This design comes from an exercise in tuning for small area, a short achievable clock period and few clock cycles per item on the open sky130 flow, not from production work. The RTL was checked by simulation tests, not by an equivalence proof against the original design. Power and IR drop assume default switching activity. The clock port is modelled as an ideal driver; clocking choices that lean on that would not hold on a real chip.

==> flow/design.v <==
package sync_nbank_fifo_pkg;
    localparam int NUM_RINGS = 16;
    localparam int RING_LEN  = 15;
endpackage
module sync_nbank_fifo #(
    parameter int DATA_WIDTH = 8,
    parameter int FIFO_DEPTH = 256,
    parameter int NUM_BANKS  = 2,
    parameter int AF_MARGIN  = 4,
    parameter int AE_MARGIN  = 4
) (
    input  logic                          clk,
    input  logic                          rstn,
    input  logic [DATA_WIDTH-1:0]         in_data,
    input  logic                          in_valid,
    output logic                          in_ready,
    output logic [DATA_WIDTH-1:0]         out_data,
    output logic                          out_valid,
    input  logic                          out_ready,
    input  logic                          clear,
    output logic [$clog2(FIFO_DEPTH):0]   count
);
    localparam int DW = DATA_WIDTH;
    localparam int NR = sync_nbank_fifo_pkg::NUM_RINGS;    
    localparam int RL = sync_nbank_fifo_pkg::RING_LEN;     
    localparam int CW = $clog2(FIFO_DEPTH) + 1;            
    if (FIFO_DEPTH != NR * (RL + 1) || NR != 16) begin : g_bad_cfg
        $error("sync_nbank_fifo: unsupported parameter set");
    end
    logic [3:0]    wring;
    logic [3:0]    wdist;
    logic [3:0]    rring;
    logic [3:0]    rdist;
    logic [NR-1:0] ov;           
    logic [NR-1:0] orow;         
    logic [NR-1:0] tap1;         
    logic          in_ready_q;
    logic          out_valid_q;
    logic [DW-1:0] out_q;        
    logic [NR*DW-1:0] onext;     
    logic [NR-1:0]    ov_hold;   
    logic             bypass;    
    logic          wr_fire;
    logic          out_fire;
    logic          wr_raw;
    logic          rd_raw;
    logic          byp_raw;
    logic          empty_next;   
    logic [NR-1:0] ov_next;
    logic [3:0]    rring_p1;
    logic [3:0]    wring_p1;
    logic [3:0]    rring_next;
    logic [3:0]    wring_next;
    function automatic logic [3:0] dist_dec(input logic [3:0] s);
        dist_dec = (s == 4'd0) ? 4'(RL - 1) : s - 4'd1;
    endfunction
    assign in_ready  = in_ready_q;
    assign out_valid = out_valid_q;
    assign out_data  = out_q;
    assign wr_fire  = in_valid && in_ready_q && !clear;
    assign out_fire = out_valid_q && out_ready && !clear;
    assign wr_raw   = in_valid && in_ready_q;
    assign rd_raw   = out_valid_q && out_ready;
    logic [NR-1:0] ge_r;         
    logic [NR-1:0] lt_w;         
    logic          r_le_w;       
    logic [3:0]    hz;           
    assign r_le_w = (rring <= wring);
    for (genvar k = 0; k < NR; k++) begin : g_dec
        assign ge_r[k] = (4'(k) >= rring);
        assign lt_w[k] = (4'(k) < wring);
    end
    for (genvar k = 0; k < 4; k++) begin : g_hz
        assign hz[k] = (count[CW-1:4] == 5'(k));
    end
    for (genvar r = 0; r < NR; r++) begin : g_ring
        logic [DW*RL-1:0] ring;      
        logic [DW-1:0]    o_q;
        logic [DW-1:0]    tap;
        logic [DW-1:0]    o_d;
        logic             wr_here;
        logic             wr_data;   
        logic             o_from_t;
        logic             o_direct;
        logic             consume;
        logic             inc;       
        logic             dec;
        logic             extra;     
        logic             is1;       
        logic             rz;        
        assign tap      = ring[(RL-1)*DW +: DW];
        assign wr_here  = wr_fire && (wring == 4'(r));
        assign wr_data  = in_ready_q && (wring == 4'(r));
        assign consume  = out_fire && (rring == 4'(r));
        assign o_from_t = !ov[r] && !rz && orow[r];
        assign o_direct = !ov[r] && rz && wr_here;
        assign inc = wr_here && !(!ov[r] && rz);
        assign dec = o_from_t;
        assign extra = r_le_w ? (ge_r[r] && lt_w[r]) : (ge_r[r] || lt_w[r]);
        always_comb begin
            case ({ov[r], extra})
                2'b00:   is1 = hz[1];
                2'b01:   is1 = hz[0];
                2'b10:   is1 = hz[2];
                default: is1 = hz[1];
            endcase
        end
        assign ov_hold[r] = ov[r] || o_from_t;
        assign ov_next[r] = ov[r] ? !consume : (o_from_t || o_direct);
        always_ff @(posedge clk or negedge rstn) begin
            if (!rstn) begin
                rz <= 1'b1;
            end else if (clear) begin
                rz <= 1'b1;
            end else if (inc && !dec) begin
                rz <= 1'b0;
            end else if (dec && !inc) begin
                rz <= is1;
            end
        end
        assign onext[r*DW +: DW] = ov[r] ? o_q : tap;
        assign o_d = (rz && !ov[r]) ? in_data : onext[r*DW +: DW];
        always_ff @(posedge clk) begin
            ring[DW-1:0]     <= wr_data ? in_data : tap;
            ring[DW*RL-1:DW] <= ring[DW*(RL-1)-1:0];
            o_q <= o_d;
        end
    end
    assign rring_p1   = rring + 4'd1;
    assign wring_p1   = wring + 4'd1;
    assign rring_next = out_fire ? rring_p1 : rring;
    assign wring_next = wr_fire ? wring_p1 : wring;
    assign bypass  = wr_fire && (count == '0 || (count == CW'(1) && out_fire));
    assign byp_raw = wr_raw && (count == '0 || (count == CW'(1) && rd_raw));
    assign empty_next = clear || (!wr_fire && (count == '0 || (count == CW'(1) && out_fire)));
    assign orow = tap1 | ((rdist == 4'd0) ? {tap1[0], tap1[NR-1:1]} : '0);
    always_ff @(posedge clk) begin
        if (clear)
            tap1 <= NR'(1);
        else if (empty_next)
            tap1 <= NR'(1) << (out_fire ? rring_p1 : rring);
        else if (!out_fire && rdist == 4'd1)
            tap1 <= {tap1[NR-3:0], tap1[NR-1:NR-2]};
        else
            tap1 <= {tap1[NR-2:0], tap1[NR-1]};
    end
    always_ff @(posedge clk or negedge rstn) begin
        if (!rstn) begin
            wring       <= '0;
            wdist       <= '0;
            rring       <= '0;
            rdist       <= '0;
            count       <= '0;
            ov          <= '0;
            in_ready_q  <= 1'b0;
            out_valid_q <= 1'b0;
        end else if (clear) begin
            wring       <= '0;
            wdist       <= '0;
            rring       <= '0;
            rdist       <= '0;
            count       <= '0;
            ov          <= '0;
            in_ready_q  <= 1'b1;
            out_valid_q <= 1'b0;
        end else begin
            wring <= wring_next;
            rring <= rring_next;
            if (empty_next) begin
                wdist <= '0;
                rdist <= '0;
            end else begin
                if (!wr_fire)  wdist <= dist_dec(wdist);
                if (!out_fire) rdist <= dist_dec(rdist);
            end
            case ({wr_fire, out_fire})
                2'b10:   count <= count + CW'(1);
                2'b01:   count <= count - CW'(1);
                default: ;
            endcase
            ov <= ov_next;
            case ({wr_fire, out_fire})
                2'b00:   in_ready_q <= (count == '0 || wdist == 4'd1) && count != CW'(FIFO_DEPTH);
                2'b10:   in_ready_q <= (count != CW'(FIFO_DEPTH - 1));
                2'b01:   in_ready_q <= (count == CW'(1) || wdist == 4'd1);
                default: in_ready_q <= 1'b1;
            endcase
            out_valid_q <= bypass || (out_fire ? ov_hold[rring_p1] : ov_hold[rring]);
        end
    end
    always_ff @(posedge clk) begin
        out_q <= byp_raw ? in_data : onext[(rd_raw ? rring_p1 : rring)*DW +: DW];
    end
endmodule
==> flow/config.mk <==
export PLATFORM = sky130hd
export DESIGN_NAME = sync_nbank_fifo
export DESIGN_NICKNAME = sync_nbank_fifo
export VERILOG_FILES = /design/flow/design.v
export SDC_FILE = /design/flow/constraint.sdc
export NUM_CORES = 4
export LEC_CHECK = 0
export ABC_AREA = 1
export CAP_MARGIN = 20
export CORE_MARGIN = 2
export CORE_UTILIZATION = 65
export CTS_CLUSTER_DIAMETER = 90
export CTS_CLUSTER_SIZE = 26
export PLACE_DENSITY = 0.75
export SETUP_SLACK_MARGIN = 4.0
export SLEW_MARGIN = 20
==> flow/constraint.sdc <==
create_clock -name core_clock -period 6.5 [get_ports {clk}]
set_input_delay 1.3000 -clock core_clock [delete_from_list [all_inputs] [get_ports {clk}]]
set_output_delay 1.3000 -clock core_clock [all_outputs]
set_load 0.01 [all_outputs]
standard.sh (not shown) runs the stock make flow with config.mk's settings and CLKGATE_MAP_FILE= SYNTH_SCRIPT=/design/flow/synth_recipe.tcl, a recipe that flattens the netlist after the stock synthesis.
==> flow/flow/run.sh <==
#!/bin/bash
set -o pipefail
export BUFFER_PORTS_ARGS="-buffer_cell sky130_fd_sc_hd__buf_4"
export CTS_ARGS="-sink_clustering_enable -repair_clock_nets -sink_clustering_size 26 -sink_clustering_max_diameter 90 -dont_use_dummy_load"
bash standard.sh > standard.log 2>&1
Testbench counts at the start, summed over its fixed seeds: cycles 12,164, items 11,200.
==> next run, changes <==
==> flow/flow/run.sh (replaced) <==
#!/bin/bash
set -o pipefail
export BUFFER_PORTS_ARGS="-buffer_cell sky130_fd_sc_hd__buf_4"
export CTS_ARGS="-sink_clustering_enable -repair_clock_nets -sink_clustering_size 30 -sink_clustering_max_diameter 100 -dont_use_dummy_load"
bash standard.sh > standard.log 2>&1
CTS_CLUSTER_DIAMETER = 100   (was 90)
CTS_CLUSTER_SIZE = 30   (was 26)
Maximum frequency is lower by 1.5%.
Final area is lower by about 0.43%.
Core utilization is lower by 0.30 points.
Wire length is lower by about 0.36%.
Combinational power is about the same.
==> next run, changes <==
==> flow/flow/run.sh (replaced) <==
#!/bin/bash
set -o pipefail
export BUFFER_PORTS_ARGS="-buffer_cell sky130_fd_sc_hd__buf_4"
export CTS_ARGS="-sink_clustering_enable -repair_clock_nets -sink_clustering_size 26 -sink_clustering_max_diameter 90 -dont_use_dummy_load"
bash standard.sh > standard.log 2>&1
CORE_UTILIZATION = 55   (was 65)
CTS_CLUSTER_DIAMETER = 90   (was 100)
CTS_CLUSTER_SIZE = 26   (was 30)
PLACE_DENSITY = 0.65   (was 0.75)
The new run passed the timing, DRC and antenna checks.
Die area climbs by about a fifth.
Synthesized cell count is unchanged.
Sequential share of layout area drops by 0.70 points.
Final area climbs slightly.
Worst hold slack improves by 7.8 ps.
Setup slack degrades by 41 ps.
Critical path depth drops by 5.
==> next run, changes <==
==> flow/flow/run.sh (replaced) <==
#!/bin/bash
# Layout flow: the standard flow (the standard.sh, all ORFS steps from
# its unchanged synthesis to the final layout) with one change: the port
# buffers that ORFS puts on every input and output are sky130_fd_sc_hd__buf_4
# cells instead of the delay cell buffer_ports picks by default.
set -o pipefail
export BUFFER_PORTS_ARGS="-buffer_cell sky130_fd_sc_hd__buf_4"
bash standard.sh > standard.log 2>&1
=> The new run finished clean. Total power rises slightly. Die area is unchanged. Sequential share of layout area is lower by 0.26 points. Combinational power hardly moves. Critical path depth stays the same.

re-timing with driven ports:
How much do the figures lean on ideal ports? The routed layouts below were timed once more, with nothing changed but the port constraints. Step 1 assumes that a clkbuf_16 drives the clock port and a buf_2 every other input. Step 2 moves the port delays by t, midway between the first and last clock arrival at a register: inputs arrive t later, outputs are due t later. That takes back most of the time a late clock gives input paths. Slacks: ideal ports / drivers / drivers and shift; pairs: ideal ports / drivers.
run | t (ns) | setup WS [ns] | worst register clock-pin slew, ns | worst slew at a driven data input, ns
the first run | 0.728 | 3.936 / 3.871 / 3.299 | 0.11 / 0.11 | 0.09
the second run | 0.698 | 3.896 / 3.896 / 3.355 | 0.12 / 0.12 | 0.10
the third run | 0.730 | 3.855 / 3.786 / 3.263 | 0.10 / 0.10 | 0.06
the fourth run | 0.756 | 3.835 / 3.767 / 3.244 | 0.11 / 0.11 | 0.06
After both steps setup and hold are still met in every run listed. The setup slack of the first run, which loses most, moves by -0.065 ns with the drivers and by -0.637 ns with both steps.
